This is an optimization exercise on Yosys and OpenROAD, whose aim is small area, a short achievable clock period and few clock cycles, not a production implementation.
In this exercise RTL edits were held to simulation tests only and were not proved equivalent to the original.
No activity file was given, so power comes from the tool's default toggle rates.

==> run a: inputs <==
==> flow/design.v <==
package udpw_pkg;
  localparam int unsigned IDLE_US   = 3000;
  localparam int unsigned OUT_LIMIT = 64;
endpackage
module uart_decode_from_pulse_widths (
  input  logic                clk,
  input  logic                rst_n,
  input  logic                in_valid,
  output logic                in_stall,
  input  logic [32:0]         in_data,
  output logic                out_valid,
  input  logic                out_stall,
  output logic [9:0]          out_data,
  input  logic                cfg_we,
  input  logic                cfg_addr,
  input  logic [15:0]         cfg_wdata
);
  localparam int RW = 21;           
  localparam int QD = 8;            
  logic [15:0] bit_r;
  logic [6:0]  max_bytes_r;
  always_ff @(posedge clk) begin
    if (!rst_n) begin
      bit_r       <= 16'd104;
      max_bytes_r <= 7'd64;
    end else if (cfg_we) begin
      if (cfg_addr) max_bytes_r <= cfg_wdata[6:0];
      else          bit_r       <= cfg_wdata;
    end
  end
  logic [19:0] off [9];
  logic [19:0] off10;
  always_ff @(posedge clk) begin
    for (int k = 0; k < 9; k++) begin
      off[k] <= 20'((18'(bit_r) * 18'd3) >> 1) + 20'(20'(bit_r) * 20'(k));
    end
    off10 <= 20'(bit_r) * 20'd10;
  end
  logic [6:0] limit;
  assign limit = (max_bytes_r > 7'd64) ? 7'd64 : max_bytes_r;
  logic [31:0] mem [64];
  logic [6:0]  wr_cnt;
  logic        zero_seen;
  logic        last_taken;
  logic        take, store, take_last;
  logic        ovl, new_in, new_pre, to_pre, mem_we;
  logic [32:0] pre;
  logic        pre_v;
  logic [32:0] nb_sym;
  assign in_stall  = last_taken && pre_v;
  assign take      = in_valid && !in_stall;
  assign ovl       = last_taken;
  assign store     = take && !ovl && !wr_cnt[6];
  assign take_last = take && !ovl && in_data[0];
  assign new_in    = take && ovl && finish;
  assign new_pre   = finish && pre_v;
  assign to_pre    = take && ovl;
  assign nb_sym    = pre_v ? pre : in_data;
  logic pre_wb;
  always_ff @(posedge clk) begin
    for (int r = 0; r < 64; r++) begin
      if (store && wr_cnt[5:0] == 6'(r)) mem[r] <= in_data[32:1];
      else if (r == 0 && pre_wb) mem[r] <= pre[32:1];
    end
  end
  always_ff @(posedge clk) begin
    if (to_pre) pre <= in_data;
    pre_wb <= rst_n && (new_in || new_pre);
  end
  logic [6:0]  f_row;
  logic        f_half;
  logic        dr_v, dr_end, dr_last, dr_h;
  logic [5:0]  dr_row;
  logic        dr_l0, dr_l1, dr_z0, dr_z1;
  logic [14:0] dr_d0, dr_d1;
  logic [15:0] dr_s01;
  logic [8:0]  dr_ca0, dr_ca1, dr_cb;
  always_comb begin
    for (int k = 0; k < 9; k++) begin
      dr_ca0[k] = (off[k] < 20'(dr_d0));
      dr_ca1[k] = (off[k] < 20'(dr_s01));
      dr_cb[k]  = (off[k] < 20'(dr_d1));
    end
  end
  logic        consume, jump, finish, stall_d;
  logic        adv, avail;
  logic [31:0] src;
  logic        src_end, src_last;
  logic [15:0] src_s01, nb_s01;
  logic [5:0]  nx_row_j;
  logic        nx_half_j;
  assign adv   = !dr_v || consume;
  assign avail = (f_row < wr_cnt) || store || last_taken;
  always_comb begin
    if (f_row < wr_cnt) begin
      src      = mem[f_row[5:0]];
      src_end  = 1'b0;
      src_last = last_taken && (f_row == wr_cnt - 7'd1);
    end else if (store) begin
      src      = in_data[32:1];
      src_end  = 1'b0;
      src_last = in_data[0];
    end else begin
      src      = {1'b1, (wr_cnt[6] && !zero_seen) ? 15'd0 : 15'd3000, 1'b0, 15'd0};
      src_end  = 1'b1;
      src_last = 1'b0;
    end
    src_s01 = 16'(src[30:16]) + 16'(src[14:0]);
    nb_s01  = 16'(nb_sym[31:17]) + 16'(nb_sym[15:1]);
  end
  always_ff @(posedge clk) begin
    if (!rst_n) begin
      f_row  <= '0;
      f_half <= 1'b0;
      dr_v   <= 1'b0;
    end else if (finish) begin
      f_row  <= 7'(new_in || new_pre);
      f_half <= 1'b0;
      dr_v   <= new_in || new_pre;
    end else if (jump && consume) begin
      f_row  <= 7'(nx_row_j);
      f_half <= nx_half_j;
      dr_v   <= 1'b0;
    end else if (adv) begin
      dr_v <= avail;
      if (avail) begin
        f_row  <= f_row + 7'd1;
        f_half <= 1'b0;
      end
    end
  end
  always_ff @(posedge clk) begin
    if (adv || finish) begin
      dr_h    <= f_half && !finish;
      dr_row  <= finish ? 6'd0 : f_row[5:0];
      if (finish) begin
        dr_end  <= 1'b0;
        dr_last <= nb_sym[0];
        dr_l0   <= nb_sym[32];
        dr_d0   <= nb_sym[31:17];
        dr_l1   <= nb_sym[16];
        dr_d1   <= nb_sym[15:1];
        dr_s01  <= nb_s01;
      end else begin
        dr_end  <= src_end;
        dr_last <= src_last;
        dr_l0   <= src[31];
        dr_d0   <= src[30:16];
        dr_l1   <= src[15];
        dr_d1   <= src[14:0];
        dr_s01  <= src_s01;
      end
    end
  end
  logic          trk, prev, nbok;
  logic [RW-1:0] rel;
  logic [8:0]    asg, val;
  logic          nx_v, nx_half;
  logic [5:0]    nx_row;
  logic [6:0]    count;
  logic [7:0]    pend;
  logic          pend_v;
  logic          n_trk, n_prev, n_nbok;
  logic [RW-1:0] n_rel;
  logic [8:0]    n_asg, n_val;
  logic          n_nx_v, n_nx_half;
  logic [5:0]    n_nx_row;
  logic          acc;
  logic [7:0]    acc_b;
  logic          end_done;
  logic          lim_now, lim_next;
  logic [RW-1:0] e0c, e1c;
  logic [8:0]    c0c, c1c;
  logic          nb_r, nb_e0;
  assign dr_z0 = (dr_d0 == '0);
  assign dr_z1 = (dr_d1 == '0);
  assign e0c = rel + RW'(dr_d0);
  assign e1c = rel + RW'(dr_s01);
  assign nb_r  = nbok || (rel >= RW'(off10));
  assign nb_e0 = (e0c >= RW'(off10));
  assign lim_now  = (count >= limit);
  assign lim_next = (count + 7'd1 >= limit);
  always_comb begin
    for (int k = 0; k < 9; k++) begin
      c0c[k] = (RW'(off[k]) < e0c);
      c1c[k] = (RW'(off[k]) < e1c);
    end
  end
  always_comb begin
    logic       a0, a1;
    logic       trk0, nbok0, prev0, acc0, jump0, ma0;
    logic [8:0] asg0, val0, new0, new1, c1;
    logic       nxv0, nxh0;
    logic [5:0] nxr0;
    logic       nb1, cand0, cand1;
    logic       tb;
    new0  = '0;
    new1  = '0;
    a0    = dr_v && !dr_z0 && !dr_h && !lim_now;
    trk0  = trk;
    ma0   = 1'b0;
    nbok0 = nbok;
    prev0 = prev;
    asg0  = asg;
    val0  = val;
    nxv0  = nx_v;
    nxr0  = nx_row;
    nxh0  = nx_half;
    acc0  = 1'b0;
    jump0 = 1'b0;
    cand0 = 1'b0;
    if (a0) begin
      if (trk) begin
        new0 = ~asg & c0c;
        asg0 = asg | new0;
        val0 = (val & ~new0) | (new0 & {9{dr_l0}});
        if (!dr_l0 && prev && !nx_v) begin
          nxv0 = 1'b1;
          nxr0 = dr_row;
          nxh0 = 1'b0;
        end
        if (c0c[8]) begin
          trk0 = 1'b0;
          if (dr_l0) begin
            acc0  = 1'b1;
            nbok0 = 1'b0;
          end else if (nxv0) begin
            jump0 = 1'b1;
          end else begin
            nbok0 = 1'b1;
          end
        end
      end else begin
        cand0 = !dr_l0 && prev && nb_r;
        nbok0 = nb_r;
        if (cand0) begin
          asg0 = dr_ca0;
          val0 = '0;
          nxv0 = 1'b0;
          trk0 = !dr_ca0[8];
          ma0  = 1'b1;
        end
      end
      prev0 = dr_l0;
    end
    a1       = dr_v && !dr_z1 && !jump0 && !lim_now && !(acc0 && lim_next);
    c1       = ma0 ? dr_ca1 : c1c;
    n_trk    = trk0;
    n_nbok   = nbok0;
    n_prev   = prev0;
    n_asg    = asg0;
    n_val    = val0;
    n_nx_v   = nxv0;
    n_nx_row = nxr0;
    n_nx_half = nxh0;
    acc      = acc0;
    acc_b    = val0[7:0];
    jump     = jump0;
    n_rel    = ma0 ? RW'(dr_s01) : e1c;
    tb       = 1'b0;
    nb1      = nbok0 || nb_e0;
    cand1    = 1'b0;
    if (a1) begin
      if (trk0) begin
        new1  = ~asg0 & c1;
        n_asg = asg0 | new1;
        n_val = (val0 & ~new1) | (new1 & {9{dr_l1}});
        if (!dr_l1 && prev0 && !nxv0) begin
          n_nx_v    = 1'b1;
          n_nx_row  = dr_row;
          n_nx_half = 1'b1;
        end
        if (c1[8]) begin
          n_trk = 1'b0;
          if (dr_l1) begin
            acc    = 1'b1;
            acc_b  = n_val[7:0];
            n_nbok = 1'b0;
          end else if (n_nx_v) begin
            jump = 1'b1;
          end else begin
            n_nbok = 1'b1;
          end
        end
      end else begin
        cand1  = !dr_l1 && prev0 && nb1;
        n_nbok = nb1;
        if (cand1) begin
          n_asg  = dr_cb;
          n_val  = '0;
          n_nx_v = 1'b0;
          n_trk  = !dr_cb[8];
          tb     = 1'b1;
          n_rel  = RW'(dr_d1);
        end
      end
      n_prev = dr_l1;
    end
    if (!tb && n_rel[RW-1]) n_rel = RW'(1 << (RW - 1));
    end_done = 1'b0;
    if (dr_v && !jump) begin
      if (dr_end) begin
        if (n_trk && n_nx_v) jump = 1'b1;
        else end_done = 1'b1;
      end else if (dr_last && !n_trk) begin
        end_done = 1'b1;
      end
    end
    nx_row_j  = n_nx_row;
    nx_half_j = n_nx_half;
  end
  logic [9:0]  q_mem [QD];
  logic [2:0]  q_head, q_tail;
  logic [3:0]  q_cnt, q_hold;
  logic        pop;
  logic [1:0]  npush;
  logic [9:0]  w0, w1;
  logic [1:0]  p_n;
  logic [9:0]  p_w0, p_w1;
  logic        p_rel;
  assign stall_d = (q_cnt + 4'(p_n) > 4'(QD - 2));
  assign consume = dr_v && !stall_d;
  assign finish  = last_taken && !stall_d &&
                   (lim_now || (consume && ((acc && lim_next) || end_done)));
  always_comb begin
    npush = 2'd0;
    w0    = '0;
    w1    = '0;
    if (acc && consume) begin
      if (pend_v) begin
        w0    = {pend, 2'b10};
        w1    = {acc_b, 2'b11};
        npush = finish ? 2'd2 : 2'd1;
      end else begin
        w0    = {acc_b, 2'b11};
        npush = finish ? 2'd1 : 2'd0;
      end
    end else if (finish) begin
      w0    = pend_v ? {pend, 2'b11} : 10'b00000000_0_1;
      npush = 2'd1;
    end
  end
  always_ff @(posedge clk) begin
    if (!rst_n || finish) begin
      trk    <= 1'b0;
      prev   <= 1'b1;
      nbok   <= 1'b1;
      count  <= '0;
      pend_v <= 1'b0;
      nx_v   <= 1'b0;
    end else if (consume) begin
      if (jump) begin
        trk  <= 1'b0;
        prev <= 1'b1;
        nbok <= 1'b1;
      end else begin
        trk  <= n_trk;
        prev <= n_prev;
        nbok <= n_nbok;
      end
      nx_v  <= n_nx_v;
      count <= count + 7'(acc);
      if (acc) pend_v <= 1'b1;
    end
  end
  always_ff @(posedge clk) begin
    if (consume) begin
      rel     <= n_rel;
      asg     <= n_asg;
      val     <= n_val;
      nx_half <= n_nx_half;
      nx_row  <= n_nx_row;
      if (acc) pend <= acc_b;
    end
  end
  always_ff @(posedge clk) begin
    if (!rst_n) begin
      wr_cnt     <= '0;
      zero_seen  <= 1'b0;
      last_taken <= 1'b0;
      pre_v      <= 1'b0;
    end else if (finish) begin
      wr_cnt     <= 7'(new_in || new_pre);
      zero_seen  <= (new_in || new_pre) && (nb_sym[31:17] == '0 || nb_sym[15:1] == '0);
      last_taken <= (new_in || new_pre) && nb_sym[0];
      pre_v      <= 1'b0;
    end else begin
      if (to_pre) pre_v <= 1'b1;
      if (store) begin
        wr_cnt <= wr_cnt + 7'd1;
        if (in_data[31:17] == '0 || in_data[15:1] == '0) zero_seen <= 1'b1;
      end
      if (take_last) last_taken <= 1'b1;
    end
  end
  assign out_valid = (q_cnt > q_hold);
  assign out_data  = q_mem[q_head];
  assign pop       = out_valid && !out_stall;
  always_ff @(posedge clk) begin
    if (!rst_n) p_n <= '0;
    else        p_n <= npush;
    p_w0  <= w0;
    p_w1  <= w1;
    p_rel <= last_taken || take_last;
  end
  always_ff @(posedge clk) begin
    if (!rst_n) begin
      q_head <= '0;
      q_tail <= '0;
      q_cnt  <= '0;
      q_hold <= '0;
    end else begin
      q_head <= q_head + 3'(pop);
      q_tail <= q_tail + 3'(p_n);
      q_cnt  <= q_cnt + 4'(p_n) - 4'(pop);
      q_hold <= (last_taken || take_last) ? 4'd0 : q_hold + (p_rel ? 4'd0 : 4'(p_n));
    end
  end
  always_ff @(posedge clk) begin
    if (p_n != 2'd0) q_mem[q_tail] <= p_w0;
    if (p_n == 2'd2) q_mem[q_tail + 3'd1] <= p_w1;
  end
endmodule
==> flow/run.sh <==
#!/bin/bash
# synth_recipe.tcl (not shown) runs the flow's synth.tcl, then flattens the netlist and writes it again
# the make line also repeats each setting of config.mk as NAME=value (left out here)
make -C /OpenROAD-flow-scripts/flow DESIGN_CONFIG=/design/flow/config.mk WORK_HOME=/design/flow/orfs CLKGATE_MAP_FILE= SYNTH_SCRIPT=/design/flow/synth_recipe.tcl finish
==> flow/config.mk <==
export PLATFORM = sky130hd
export DESIGN_NAME = uart_decode_from_pulse_widths
export DESIGN_NICKNAME = uart_decode_from_pulse_widths
export VERILOG_FILES = /design/flow/design.v
export SDC_FILE = /design/flow/constraint.sdc
export NUM_CORES = 4
export LEC_CHECK = 0
export CAP_MARGIN = 20
export CORE_MARGIN = 2
export CORE_UTILIZATION = 40
export SLEW_MARGIN = 20
==> flow/constraint.sdc <==
create_clock -name core_clock -period 8.0 [get_ports {clk}]
set_input_delay 1.6000 -clock core_clock [delete_from_list [all_inputs] [get_ports {clk}]]
set_output_delay 1.6000 -clock core_clock [all_outputs]
set_load 0.01 [all_outputs]
==> run b: changes against run a <==
--- a/flow/design.v
+++ b/flow/design.v
@@ -37,4 +37,28 @@
     off10 <= 20'(bit_r) * 20'd10;
   end
+  function automatic logic ltu(input logic [20:0] a, input logic [20:0] b);
+    logic r;
+    r = 1'b0;
+    for (int i = 0; i < 21; i++) r = (~a[i] & b[i]) | (~(a[i] & ~b[i]) & r);
+    ltu = r;
+  endfunction
+  function automatic logic [20:0] ks_add(input logic [20:0] a, input logic [20:0] b);
+    logic [20:0] g, p, gn, pn;
+    g = a & b;
+    p = a ^ b;
+    for (int t = 0; t < 5; t++) begin
+      gn = g;
+      pn = p;
+      for (int i = 0; i < 21; i++) begin
+        if (i >= (1 << t)) begin
+          gn[i] = g[i] | (p[i] & g[i - (1 << t)]);
+          pn[i] = p[i] & p[i - (1 << t)];
+        end
+      end
+      g = gn;
+      p = pn;
+    end
+    ks_add = (a ^ b) ^ {g[19:0], 1'b0};
+  endfunction
   logic [6:0] limit;
   assign limit = (max_bytes_r > 7'd64) ? 7'd64 : max_bytes_r;
@@ -78,7 +102,7 @@
   always_comb begin
     for (int k = 0; k < 9; k++) begin
-      dr_ca0[k] = (off[k] < 20'(dr_d0));
-      dr_ca1[k] = (off[k] < 20'(dr_s01));
-      dr_cb[k]  = (off[k] < 20'(dr_d1));
+      dr_ca0[k] = ltu(21'(off[k]), 21'(dr_d0));
+      dr_ca1[k] = ltu(21'(off[k]), 21'(dr_s01));
+      dr_cb[k]  = ltu(21'(off[k]), 21'(dr_d1));
     end
   end
@@ -106,6 +130,6 @@
       src_last = 1'b0;
     end
-    src_s01 = 16'(src[30:16]) + 16'(src[14:0]);
-    nb_s01  = 16'(nb_sym[31:17]) + 16'(nb_sym[15:1]);
+    src_s01 = 16'(ks_add(21'(src[30:16]), 21'(src[14:0])));
+    nb_s01  = 16'(ks_add(21'(nb_sym[31:17]), 21'(nb_sym[15:1])));
   end
   always_ff @(posedge clk) begin
@@ -175,14 +199,14 @@
   assign dr_z0 = (dr_d0 == '0);
   assign dr_z1 = (dr_d1 == '0);
-  assign e0c = rel + RW'(dr_d0);
-  assign e1c = rel + RW'(dr_s01);
-  assign nb_r  = nbok || (rel >= RW'(off10));
-  assign nb_e0 = (e0c >= RW'(off10));
+  assign e0c = ks_add(rel, RW'(dr_d0));
+  assign e1c = ks_add(rel, RW'(dr_s01));
+  assign nb_r  = nbok || !ltu(rel, 21'(off10));
+  assign nb_e0 = !ltu(e0c, 21'(off10));
   assign lim_now  = (count >= limit);
   assign lim_next = (count + 7'd1 >= limit);
   always_comb begin
     for (int k = 0; k < 9; k++) begin
-      c0c[k] = (RW'(off[k]) < e0c);
-      c1c[k] = (RW'(off[k]) < e1c);
+      c0c[k] = ltu(21'(off[k]), e0c);
+      c1c[k] = ltu(21'(off[k]), e1c);
     end
   end
@@ -316,25 +340,35 @@
   logic [1:0]  npush;
   logic [9:0]  w0, w1;
-  logic [1:0]  p_n;
-  logic [9:0]  p_w0, p_w1;
-  logic        p_rel;
-  assign stall_d = (q_cnt + 4'(p_n) > 4'(QD - 2));
+  logic        r_acc, r_fin, r_rel;
+  logic [7:0]  r_accb;
+  assign stall_d = (q_cnt + 4'(r_acc) + 4'(r_fin) > 4'(QD - 2));
   assign consume = dr_v && !stall_d;
   assign finish  = last_taken && !stall_d &&
                    (lim_now || (consume && ((acc && lim_next) || end_done)));
+  always_ff @(posedge clk) begin
+    if (!rst_n) begin
+      r_acc <= 1'b0;
+      r_fin <= 1'b0;
+    end else begin
+      r_acc <= acc && consume;
+      r_fin <= finish;
+    end
+    r_accb <= acc_b;
+    r_rel  <= last_taken || take_last;
+  end
   always_comb begin
     npush = 2'd0;
     w0    = '0;
     w1    = '0;
-    if (acc && consume) begin
+    if (r_acc) begin
       if (pend_v) begin
         w0    = {pend, 2'b10};
-        w1    = {acc_b, 2'b11};
-        npush = finish ? 2'd2 : 2'd1;
+        w1    = {r_accb, 2'b11};
+        npush = r_fin ? 2'd2 : 2'd1;
       end else begin
-        w0    = {acc_b, 2'b11};
-        npush = finish ? 2'd1 : 2'd0;
+        w0    = {r_accb, 2'b11};
+        npush = r_fin ? 2'd1 : 2'd0;
       end
-    end else if (finish) begin
+    end else if (r_fin) begin
       w0    = pend_v ? {pend, 2'b11} : 10'b00000000_0_1;
       npush = 2'd1;
@@ -342,4 +376,14 @@
   end
   always_ff @(posedge clk) begin
+    if (!rst_n) begin
+      pend_v <= 1'b0;
+    end else if (r_fin) begin
+      pend_v <= 1'b0;
+    end else if (r_acc) begin
+      pend_v <= 1'b1;
+    end
+    if (r_acc) pend <= r_accb;
+  end
+  always_ff @(posedge clk) begin
     if (!rst_n || finish) begin
       trk    <= 1'b0;
@@ -347,5 +391,4 @@
       nbok   <= 1'b1;
       count  <= '0;
-      pend_v <= 1'b0;
       nx_v   <= 1'b0;
     end else if (consume) begin
@@ -361,5 +404,4 @@
       nx_v  <= n_nx_v;
       count <= count + 7'(acc);
-      if (acc) pend_v <= 1'b1;
     end
   end
@@ -371,5 +413,4 @@
       nx_half <= n_nx_half;
       nx_row  <= n_nx_row;
-      if (acc) pend <= acc_b;
     end
   end
@@ -398,11 +439,4 @@
   assign pop       = out_valid && !out_stall;
   always_ff @(posedge clk) begin
-    if (!rst_n) p_n <= '0;
-    else        p_n <= npush;
-    p_w0  <= w0;
-    p_w1  <= w1;
-    p_rel <= last_taken || take_last;
-  end
-  always_ff @(posedge clk) begin
     if (!rst_n) begin
       q_head <= '0;
@@ -412,12 +446,12 @@
     end else begin
       q_head <= q_head + 3'(pop);
-      q_tail <= q_tail + 3'(p_n);
-      q_cnt  <= q_cnt + 4'(p_n) - 4'(pop);
-      q_hold <= (last_taken || take_last) ? 4'd0 : q_hold + (p_rel ? 4'd0 : 4'(p_n));
+      q_tail <= q_tail + 3'(npush);
+      q_cnt  <= q_cnt + 4'(npush) - 4'(pop);
+      q_hold <= (last_taken || take_last) ? 4'd0 : q_hold + (r_rel ? 4'd0 : 4'(npush));
     end
   end
   always_ff @(posedge clk) begin
-    if (p_n != 2'd0) q_mem[q_tail] <= p_w0;
-    if (p_n == 2'd2) q_mem[q_tail + 3'd1] <= p_w1;
+    if (npush != 2'd0) q_mem[q_tail] <= w0;
+    if (npush == 2'd2) q_mem[q_tail + 3'd1] <= w1;
   end
 endmodule
Settings changed: SETUP_SLACK_MARGIN set to 3.5.
==> qor summary <==
                                                                             run b                    run a
Unrepaired setup endpoints after global routing                               true                    false
Via count of the first global-routing pass                                   85050                    83070
Number of buffers added by the clock tree synthesis step                       273                      280
Die boundary height                                                       539.1 um                 549.2 um
Cells after DPL                                                              12370                    12650
Comb power frac                                                              0.444                    0.398
Count of inverters not on the clock network in the layout                      497                      382
Met2 wire length                                                          225.1 mm                 224.0 mm
Worst Max-Slew Pin Slew                                                   1.214 ns                 1.258 ns
Slew Limit Headroom                                                         0.1905                   0.1616
Cell area after synthesis                                               114500 um2               118900 um2
Launch point of the worst reg-to-reg path                      dr_s01[0]$_DFFE_PP_    f_row[3]$_SDFFE_PN0P_
Num rows                                                                       196                      200
Result of the run                                          complete, no violations  complete, no violations
Net Count, Synth                                                              8972                     9609
GPL Wtd Cong                                                                0.9890                   0.9766
Diode insertion count for antenna repair                                        21                        8
Final cell area excluding filler cells                                  141200 um2               137200 um2
CP endpoint                                                       val[6]$_DFFE_PP_     dr_s01[14]$_DFFE_PP_
Non-clock buffer count                                                         967                      516
Testbench counts of run a, summed over its fixed seeds: cycles 3,853.
Testbench counts of run b, summed over its fixed seeds: cycles 3,853.

[separate check: timing with driven ports]
In the flow no input, the clock included, has a driving cell. The finished layouts below were timed again as built, in two steps.
Step 1 sets driving cells, clkbuf_16 on the clock port and buf_2 on the other inputs (assumed; they add their load-dependent delay and slew).
Step 2 times the ports against the registers' clock, not the clock port: input delays grow and output delays shrink by t, the midpoint of the rising clock arrivals with the driver on.
Three values: ideal ports, drivers, drivers and shift; two values: the first two.
run | shift t [ns] | setup slack, ns | worst setup path after step 2 | worst data-port slew with drivers (ns)
run a | 1.022 | 0.286 / 0.286 / 0.286 | register to register | 0.24
run b | 0.952 | 1.939 / 1.939 / 1.657 | input to register | 0.23
After both steps setup and hold are still met in every run listed. For run b, which loses most, drivers alone change the setup slack by 0.000 ns; drivers and shift together by -0.282 ns.
